This is an optimization exercise on Yosys and OpenROAD, whose aim is small area, not a production implementation. In this exercise RTL edits were held to simulation tests only and were not proved equivalent to the original. Power figures rest on the tool's default switching activity, not on a simulated workload.

==> juniper: inputs <==
==> flow/design.v (excerpt) <==
module sdReader #(
    parameter int clkDiv    = 2,
    parameter int bitCycles = 2,
    parameter int dumpWords = 128
) (
    input  logic clk,
    input  logic rstN,
    output logic sdClk,
    output logic sdMosi,
    input  logic sdMiso,
    output logic sdCs,
    input  logic dump,
    output logic uartTx,
    output logic ready,
    output logic error
);
clock: 10.0 ns
lec_check: 0
cap_margin: 20
core_margin: 2
core_utilization: 50
cts_buf_list: sky130_fd_sc_hd__clkbuf_8
cts_cluster_diameter: 50
cts_cluster_size: 20
place_density: 0.6
slew_margin: 20
standard.sh (not shown) runs the stock make flow with config.mk's settings and CLKGATE_MAP_FILE= SYNTH_SCRIPT=/design/flow/synth_recipe.tcl, a recipe that flattens the netlist after the stock synthesis.
==> flow/flow/run.sh <==
#!/bin/bash
# Standard layout, but clock tree synthesis without dummy loads.
set -euo pipefail
export CTS_ARGS="-sink_clustering_enable -repair_clock_nets -dont_use_dummy_load -buf_list sky130_fd_sc_hd__clkbuf_8 -sink_clustering_size 22 -sink_clustering_max_diameter 50"
bash standard.sh > flow.log 2>&1
==> quartz (differences from juniper) <==
--- a/flow/design.v
+++ b/flow/design.v
@@ -37,22 +37,20 @@
 `timescale 1ns/1ps
 `timescale 1ns/1ps
 `timescale 1ns/1ps
 module blockBuffer (
     input  logic        clk,
     input  logic        ins,
-    input  logic [31:0] din,
-    output logic [31:0] tapA,    
-    output logic [31:0] tapB     
+    input  logic [63:0] din,
+    output logic [63:0] tap
 );
-    logic [127:0] ring [32];
-    for (genvar r = 0; r < 32; r++) begin : gRing
+    logic [63:0] ring [64];
+    for (genvar r = 0; r < 64; r++) begin : gRing
         always_ff @(posedge clk)
-            ring[r] <= {ring[r][126:0], ins ? din[r] : ring[r][127]};
-        assign tapA[r] = ring[r][127];
-        assign tapB[r] = ring[r][63];
+            ring[r] <= {ring[r][62:0], ins ? din[r] : ring[r][63]};
+        assign tap[r] = ring[r][63];
     end
 endmodule
 `timescale 1ns/1ps
 `timescale 1ns/1ps
 module sdReader #(
     parameter int clkDiv    = 2,
@@ -71,25 +69,26 @@
     output logic error
 );
     sdPkg::seqState_t state;
     sdPkg::phase_t    phase;
     logic       div;         
     logic [7:0] cnt;         
-    logic [31:0] rxs;        
+    logic [63:0] rxs;        
     logic [7:0] rx;          
     logic [8:0] byteCnt;     
-    logic [6:0] label;       
-    logic [31:0] nextWord;   
+    logic [5:0] label;       
+    logic [63:0] nextGrp;    
     logic       nextOk;      
-    logic       ins;         
-    logic       cap, load, rxShift, dumpShift;
-    logic [6:0] capWord, capSlot;
+    logic       ins1, ins2;  
+    logic       ins, cap, load, rxShift, dumpShift;
+    logic [5:0] capGrp, capGrp1, capSlot;
+    localparam logic [5:0] LABEL0 = 6'd61;    
     logic       active;      
     logic       timer;
     logic [3:0] bitIdx;      
-    logic [31:0] tapA, tapB;
+    logic [63:0] tap;
     logic [7:0] cntDec;
     logic       frameBit;
     logic [7:0] rxBits;
     logic       wrByte;
     logic       txBit;
     assign ready  = (state == sdPkg::SEQ_READY);
@@ -232,54 +231,58 @@
             endcase
         end
     end
     assign rxShift   = phase == sdPkg::PH_RECV && div && !sdClk &&
                        !(state == sdPkg::SEQ_CMD8 && cnt <= 8'd32);
     assign dumpShift = active && timer && bitIdx != 4'd0 && bitIdx != 4'd9;
-    assign load      = active && !timer && bitIdx == 4'd0 && byteCnt[1:0] == 2'd0;
+    assign load      = active && !timer && bitIdx == 4'd0 && byteCnt[2:0] == 3'd0;
     assign rx        = rxs[7:0];
     always_ff @(posedge clk) begin
         if (load)
-            rxs <= nextWord;
+            rxs <= nextGrp;
         else if (rxShift || dumpShift)
-            rxs <= {rxs[30:0], sdMiso};
+            rxs <= {rxs[62:0], sdMiso};
     end
     always_ff @(posedge clk or negedge rstN) begin
         if (!rstN) begin
-            label <= 7'd0;
-            ins   <= 1'b0;
+            label <= 6'd0;
+            ins1  <= 1'b0;
+            ins2  <= 1'b0;
         end else begin
-            label <= label + 7'd1;
+            label <= label + 6'd1;
             if (phase == sdPkg::PH_UPD && state == sdPkg::SEQ_TOKEN)
-                label <= 7'd0;
-            ins <= wrByte && byteCnt[1:0] == 2'd3;
+                label <= LABEL0;
+            ins1 <= wrByte && byteCnt[2:0] == 3'd7;
+            ins2 <= ins1;
         end
     end
-    assign capWord = (state == sdPkg::SEQ_CRC) ? 7'd0 : byteCnt[8:2] + 7'd1;
-    assign capSlot = 7'(capWord * 7'd3);
+    assign ins = byteCnt[8] ? ins2 : ins1;
+    assign capGrp  = (state == sdPkg::SEQ_CRC) ? 6'd0 : byteCnt[8:3] + 6'd1;
+    assign capSlot = 6'(capGrp * 6'd6) + {5'd0, capGrp1[5]};
+    assign capGrp1 = capGrp + 6'd1;
     always_ff @(posedge clk or negedge rstN) begin
         if (!rstN)
             nextOk <= 1'b0;
         else if (load)
             nextOk <= 1'b0;
         else if (cap)
             nextOk <= 1'b1;
     end
-    assign cap = !nextOk && (ready || state == sdPkg::SEQ_CRC) && label[5:0] == capSlot[5:0];
+    assign cap = !nextOk && (ready || state == sdPkg::SEQ_CRC) && label == capSlot;
     always_ff @(posedge clk) begin
         if (cap)
-            for (int i = 0; i < 32; i++)
-                nextWord[i] <= (label[6] == capSlot[6]) ? tapA[i ^ 7] : tapB[i ^ 7];
+            for (int i = 0; i < 64; i++)
+                nextGrp[i] <= tap[i ^ 7];
     end
     always_comb begin
         if (bitIdx == 4'd0)
             txBit = 1'b0;
         else if (bitIdx == 4'd9)
             txBit = 1'b1;
         else
-            txBit = rxs[31];    
+            txBit = rxs[63];    
     end
     always_ff @(posedge clk or negedge rstN) begin
         if (!rstN) begin
             active  <= 1'b0;
             timer   <= 1'b0;
             bitIdx  <= 4'd0;
@@ -307,12 +310,11 @@
                 end
             end
         end
     end
     blockBuffer uBuffer (
         .clk (clk),
-        .ins  (ins),
-        .din  (rxs),
-        .tapA (tapA),
-        .tapB (tapB)
+        .ins (ins),
+        .din (rxs),
+        .tap (tap)
     );
 endmodule
==> flow/run.sh (new file) <==
#!/bin/bash
# synth_recipe.tcl (not shown) runs the flow's synth.tcl, then flattens the netlist and writes it again
# the make line also repeats each setting of config.mk as NAME=value (left out here)
make -C /OpenROAD-flow-scripts/flow DESIGN_CONFIG=/design/flow/config.mk WORK_HOME=/design/flow/orfs CLKGATE_MAP_FILE= SYNTH_SCRIPT=/design/flow/synth_recipe.tcl finish
CTS_BUF_LIST = unset   (was sky130_fd_sc_hd__clkbuf_8)
CTS_CLUSTER_DIAMETER = unset   (was 50)
CTS_CLUSTER_SIZE = unset   (was 20)
removed: flow/flow/run.sh
removed: flow/standard.sh
==> lagoon (differences from juniper) <==
--- a/flow/design.v
+++ b/flow/design.v
@@ -35,24 +35,23 @@
     localparam logic [7:0] START_TOKEN = 8'hFE;
 endpackage
 `timescale 1ns/1ps
 `timescale 1ns/1ps
 `timescale 1ns/1ps
 module blockBuffer (
-    input  logic        clk,
-    input  logic        ins,
-    input  logic [31:0] din,
-    output logic [31:0] tapA,    
-    output logic [31:0] tapB     
+    input  logic       clk,
+    input  logic       sh,       
+    input  logic       shN,
+    input  logic [7:0] din,      
+    output logic [7:0] dout      
 );
-    logic [127:0] ring [32];
-    for (genvar r = 0; r < 32; r++) begin : gRing
+    logic [511:0] chain [8];
+    for (genvar k = 0; k < 8; k++) begin : gChain
         always_ff @(posedge clk)
-            ring[r] <= {ring[r][126:0], ins ? din[r] : ring[r][127]};
-        assign tapA[r] = ring[r][127];
-        assign tapB[r] = ring[r][63];
+            chain[k] <= ~(({chain[k][510:0], din[k]} | {512{shN}}) & (chain[k] | {512{sh}}));
+        assign dout[k] = chain[k][511];
     end
 endmodule
 `timescale 1ns/1ps
 `timescale 1ns/1ps
 module sdReader #(
     parameter int clkDiv    = 2,
@@ -71,29 +70,24 @@
     output logic error
 );
     sdPkg::seqState_t state;
     sdPkg::phase_t    phase;
     logic       div;         
     logic [7:0] cnt;         
-    logic [31:0] rxs;        
     logic [7:0] rx;          
     logic [8:0] byteCnt;     
-    logic [6:0] label;       
-    logic [31:0] nextWord;   
-    logic       nextOk;      
-    logic       ins;         
-    logic       cap, load, rxShift, dumpShift;
-    logic [6:0] capWord, capSlot;
+    logic       par;         
+    logic       sh, shN;     
     logic       active;      
     logic       timer;
     logic [3:0] bitIdx;      
-    logic [31:0] tapA, tapB;
+    logic [7:0] bufIn, bufOut;
     logic [7:0] cntDec;
     logic       frameBit;
     logic [7:0] rxBits;
-    logic       wrByte;
+    logic       wrByte, rotByte;
     logic       txBit;
     assign ready  = (state == sdPkg::SEQ_READY);
     assign error  = (state == sdPkg::SEQ_ERROR);
     assign cntDec = cnt - 8'd1;
     always_comb begin
         case (state)
@@ -112,12 +106,13 @@
             sdPkg::SEQ_CMD17:  frameBit = sdPkg::CMD17_FRAME[cntDec[5:0]];
             default:           frameBit = sdPkg::CMD0_FRAME[cntDec[5:0]];
         endcase
     end
     assign wrByte  = (phase == sdPkg::PH_RECV) && div && !sdClk &&
                      (state == sdPkg::SEQ_WORD) && (cnt[2:0] == 3'd1);
+    assign rotByte = active && timer && (bitIdx == 4'd8);
     always_ff @(posedge clk or negedge rstN) begin
         if (!rstN) begin
             state  <= sdPkg::SEQ_CMD0;
             phase  <= sdPkg::PH_POWERUP;
             div    <= 1'b0;
             cnt    <= 8'd159;
@@ -229,66 +224,39 @@
                         endcase
                     end
                 end
             endcase
         end
     end
-    assign rxShift   = phase == sdPkg::PH_RECV && div && !sdClk &&
-                       !(state == sdPkg::SEQ_CMD8 && cnt <= 8'd32);
-    assign dumpShift = active && timer && bitIdx != 4'd0 && bitIdx != 4'd9;
-    assign load      = active && !timer && bitIdx == 4'd0 && byteCnt[1:0] == 2'd0;
-    assign rx        = rxs[7:0];
     always_ff @(posedge clk) begin
-        if (load)
-            rxs <= nextWord;
-        else if (rxShift || dumpShift)
-            rxs <= {rxs[30:0], sdMiso};
-    end
-    always_ff @(posedge clk or negedge rstN) begin
-        if (!rstN) begin
-            label <= 7'd0;
-            ins   <= 1'b0;
-        end else begin
-            label <= label + 7'd1;
-            if (phase == sdPkg::PH_UPD && state == sdPkg::SEQ_TOKEN)
-                label <= 7'd0;
-            ins <= wrByte && byteCnt[1:0] == 2'd3;
-        end
-    end
-    assign capWord = (state == sdPkg::SEQ_CRC) ? 7'd0 : byteCnt[8:2] + 7'd1;
-    assign capSlot = 7'(capWord * 7'd3);
-    always_ff @(posedge clk or negedge rstN) begin
-        if (!rstN)
-            nextOk <= 1'b0;
-        else if (load)
-            nextOk <= 1'b0;
-        else if (cap)
-            nextOk <= 1'b1;
-    end
-    assign cap = !nextOk && (ready || state == sdPkg::SEQ_CRC) && label[5:0] == capSlot[5:0];
-    always_ff @(posedge clk) begin
-        if (cap)
-            for (int i = 0; i < 32; i++)
-                nextWord[i] <= (label[6] == capSlot[6]) ? tapA[i ^ 7] : tapB[i ^ 7];
+        if (phase == sdPkg::PH_RECV && div && !sdClk &&
+            !(state == sdPkg::SEQ_CMD8 && cnt <= 8'd32))
+            rx <= {rx[6:0], sdMiso};
     end
     always_comb begin
         if (bitIdx == 4'd0)
             txBit = 1'b0;
         else if (bitIdx == 4'd9)
             txBit = 1'b1;
         else
-            txBit = rxs[31];    
+            txBit = bufOut[3'(bitIdx - 4'd1)] ^ par;    
     end
     always_ff @(posedge clk or negedge rstN) begin
         if (!rstN) begin
             active  <= 1'b0;
             timer   <= 1'b0;
             bitIdx  <= 4'd0;
             byteCnt <= 9'd0;
             uartTx  <= 1'b1;
+            par     <= 1'b0;
+            sh      <= 1'b0;
+            shN     <= 1'b1;
         end else begin
+            par <= ~par;
+            sh  <= wrByte | rotByte;
+            shN <= ~(wrByte | rotByte);
             if (wrByte)
                 byteCnt <= byteCnt + 9'd1;
             if (!active) begin
                 uartTx <= 1'b1;
                 if (dump && ready)
                     active <= 1'b1;    
@@ -305,14 +273,15 @@
                         bitIdx <= bitIdx + 4'd1;
                     end
                 end
             end
         end
     end
+    assign bufIn = ready ? bufOut : (rx ^ {8{par}});
     blockBuffer uBuffer (
-        .clk (clk),
-        .ins  (ins),
-        .din  (rxs),
-        .tapA (tapA),
-        .tapB (tapB)
+        .clk  (clk),
+        .sh   (sh),
+        .shN  (shN),
+        .din  (bufIn),
+        .dout (bufOut)
     );
 endmodule
==> flow/run.sh (new file) <==
#!/bin/bash
# synth_recipe.tcl (not shown) runs the flow's synth.tcl, then flattens the netlist and writes it again
# the make line also repeats each setting of config.mk as NAME=value (left out here)
make -C /OpenROAD-flow-scripts/flow DESIGN_CONFIG=/design/flow/config.mk WORK_HOME=/design/flow/orfs CLKGATE_MAP_FILE= SYNTH_SCRIPT=/design/flow/synth_recipe.tcl finish
CTS_BUF_LIST = unset   (was sky130_fd_sc_hd__clkbuf_8)
CTS_CLUSTER_DIAMETER = unset   (was 50)
CTS_CLUSTER_SIZE = unset   (was 20)
removed: flow/flow/run.sh
removed: flow/standard.sh
==> violet (differences from juniper) <==
==> flow/flow/run.sh (replaced) <==
#!/bin/bash
# Standard layout, but clock tree synthesis without dummy loads.
set -euo pipefail
export CTS_ARGS="-sink_clustering_enable -repair_clock_nets -dont_use_dummy_load -buf_list sky130_fd_sc_hd__clkbuf_8 -sink_clustering_size 20 -sink_clustering_max_diameter 50"
bash standard.sh > flow.log 2>&1
==> comparison table <==
Outcome: violet timing/DRC/antenna clean; juniper timing/DRC/antenna clean; lagoon timing/DRC/antenna clean; quartz timing/DRC/antenna clean
Post-Route Utilization: violet 53.88%; juniper 53.77%; lagoon 56.71%; quartz 59.30%
Worst VDD drop: violet 0.1498 mV; juniper 0.1626 mV; lagoon 0.1417 mV; quartz 0.1506 mV
Crit Reg-Reg Endpoint: violet nextWord[22]$_DFFE_PP_; juniper nextWord[16]$_DFFE_PP_; lagoon uBuffer.chain[2][193]$_DFF_P_; quartz nextGrp[47]$_DFFE_PP_
Hold path start: violet uBuffer.ring[18][36]$_DFF_P_; juniper uBuffer.ring[29][58]$_DFF_P_; lagoon uBuffer.chain[4][214]$_DFF_P_; quartz uBuffer.ring[60][5]$_DFF_P_
Final Routed Wirelength: violet 92.16 mm; juniper 92.04 mm; lagoon 176.4 mm; quartz 99.80 mm
Overall Power: violet 23,930 uW; juniper 23,800 uW; lagoon 32,080 uW; quartz 31,920 uW
Met2 capacity usage during global routing: violet 13.27%; juniper 13.24%; lagoon 23.50%; quartz 14.39%
Share of the synthesized area in the top cell type: violet 92.48%; juniper 92.48%; lagoon 71.58%; quartz 90.04%
Number of global-route vias before repair: violet 29,048; juniper 28,931; lagoon 67,547; quartz 32,585
Starting density of the core: violet 50.35%; juniper 50.35%; lagoon 50.35%; quartz 50.33%
Die height: violet 425.1 um; juniper 425.1 um; lagoon 482.7 um; quartz 430.8 um
Worst slack at placement: violet 5.227 ns; juniper 5.227 ns; lagoon 5.808 ns; quartz 5.761 ns
Seq area share: violet 89.64%; juniper 89.82%; lagoon 64.52%; quartz 81.07%
Compound-gate portion of the synthesized area: violet 0.8354%; juniper 0.8354%; lagoon 23.03%; quartz 0.8312%
Reg2reg start: violet state[3]$_DFFE_PN0P_; juniper state[3]$_DFFE_PN0P_; lagoon shN$_DFF_PN1_; quartz state[1]$_DFFE_PN0P_
Switching component of the power: violet 4753 uW; juniper 4735 uW; lagoon 6330 uW; quartz 5858 uW
Worst reg-to-reg path cell count: violet 12; juniper 12; lagoon 3; quartz 9
Routed length on met1: violet 51.35 mm; juniper 51.26 mm; lagoon 89.71 mm; quartz 54.49 mm
Post-Synth Simple-Gate Area: violet 1.087%; juniper 1.087%; lagoon 0.7405%; quartz 1.003%
Sw Ratio: violet 19.86%; juniper 19.90%; lagoon 19.73%; quartz 18.35%
Nets in the synthesized netlist: violet 4,744; juniper 4,744; lagoon 9,521; quartz 4,798
Relative slew margins: violet 31.39%; juniper 31.55%; lagoon 18.04%; quartz 27.36%
# placed instances: violet 7,043; juniper 7,043; lagoon 11,639; quartz 7,128
Most common cell after layout, fill and taps aside: violet dfxtp_1; juniper dfxtp_1; lagoon o22ai_1; quartz dfxtp_1
Data arrival time at the worst-slack endpoint: violet 2.99 ns; juniper 2.96 ns; lagoon 3.17 ns; quartz 2.76 ns
Sequential cell fraction of total power: violet 71.0%; juniper 71.4%; lagoon 52.0%; quartz 53.5%

## port drivers added, routing unchanged
In the flow no input, the clock included, has a driving cell. The finished layouts below were timed again as built, in two steps. Step 1: set_driving_cell puts a clkbuf_16 on clk and a buf_2 on each other input, an assumption about the parent block. Step 2 also shifts input and output timing later by t, the mid clock arrival at the registers, as if the neighbouring blocks saw the same clock. Slacks: no drivers / after step 1 / after step 2; pairs: no drivers / after step 1.
| run | t (ns) | slack for setup (ns) | worst setup path after step 2 | worst data-port slew with drivers (ns) | pins driven straight from the clock port |
|---|---|---|---|---|---|
| juniper | 0.987 | 5.042 / 4.969 / 5.244 | register to register | 0.13 | 1 |
| quartz | 0.958 | 5.235 / 5.162 / 5.786 | input to register | 0.03 | 1 |
| lagoon | 1.000 | 4.831 / 4.747 / 5.747 | register to output | 0.03 | 1 |
| violet | 0.994 | 5.015 / 4.941 / 5.262 | register to register | 0.11 | 1 |
After both steps setup and hold are still met in every run listed.
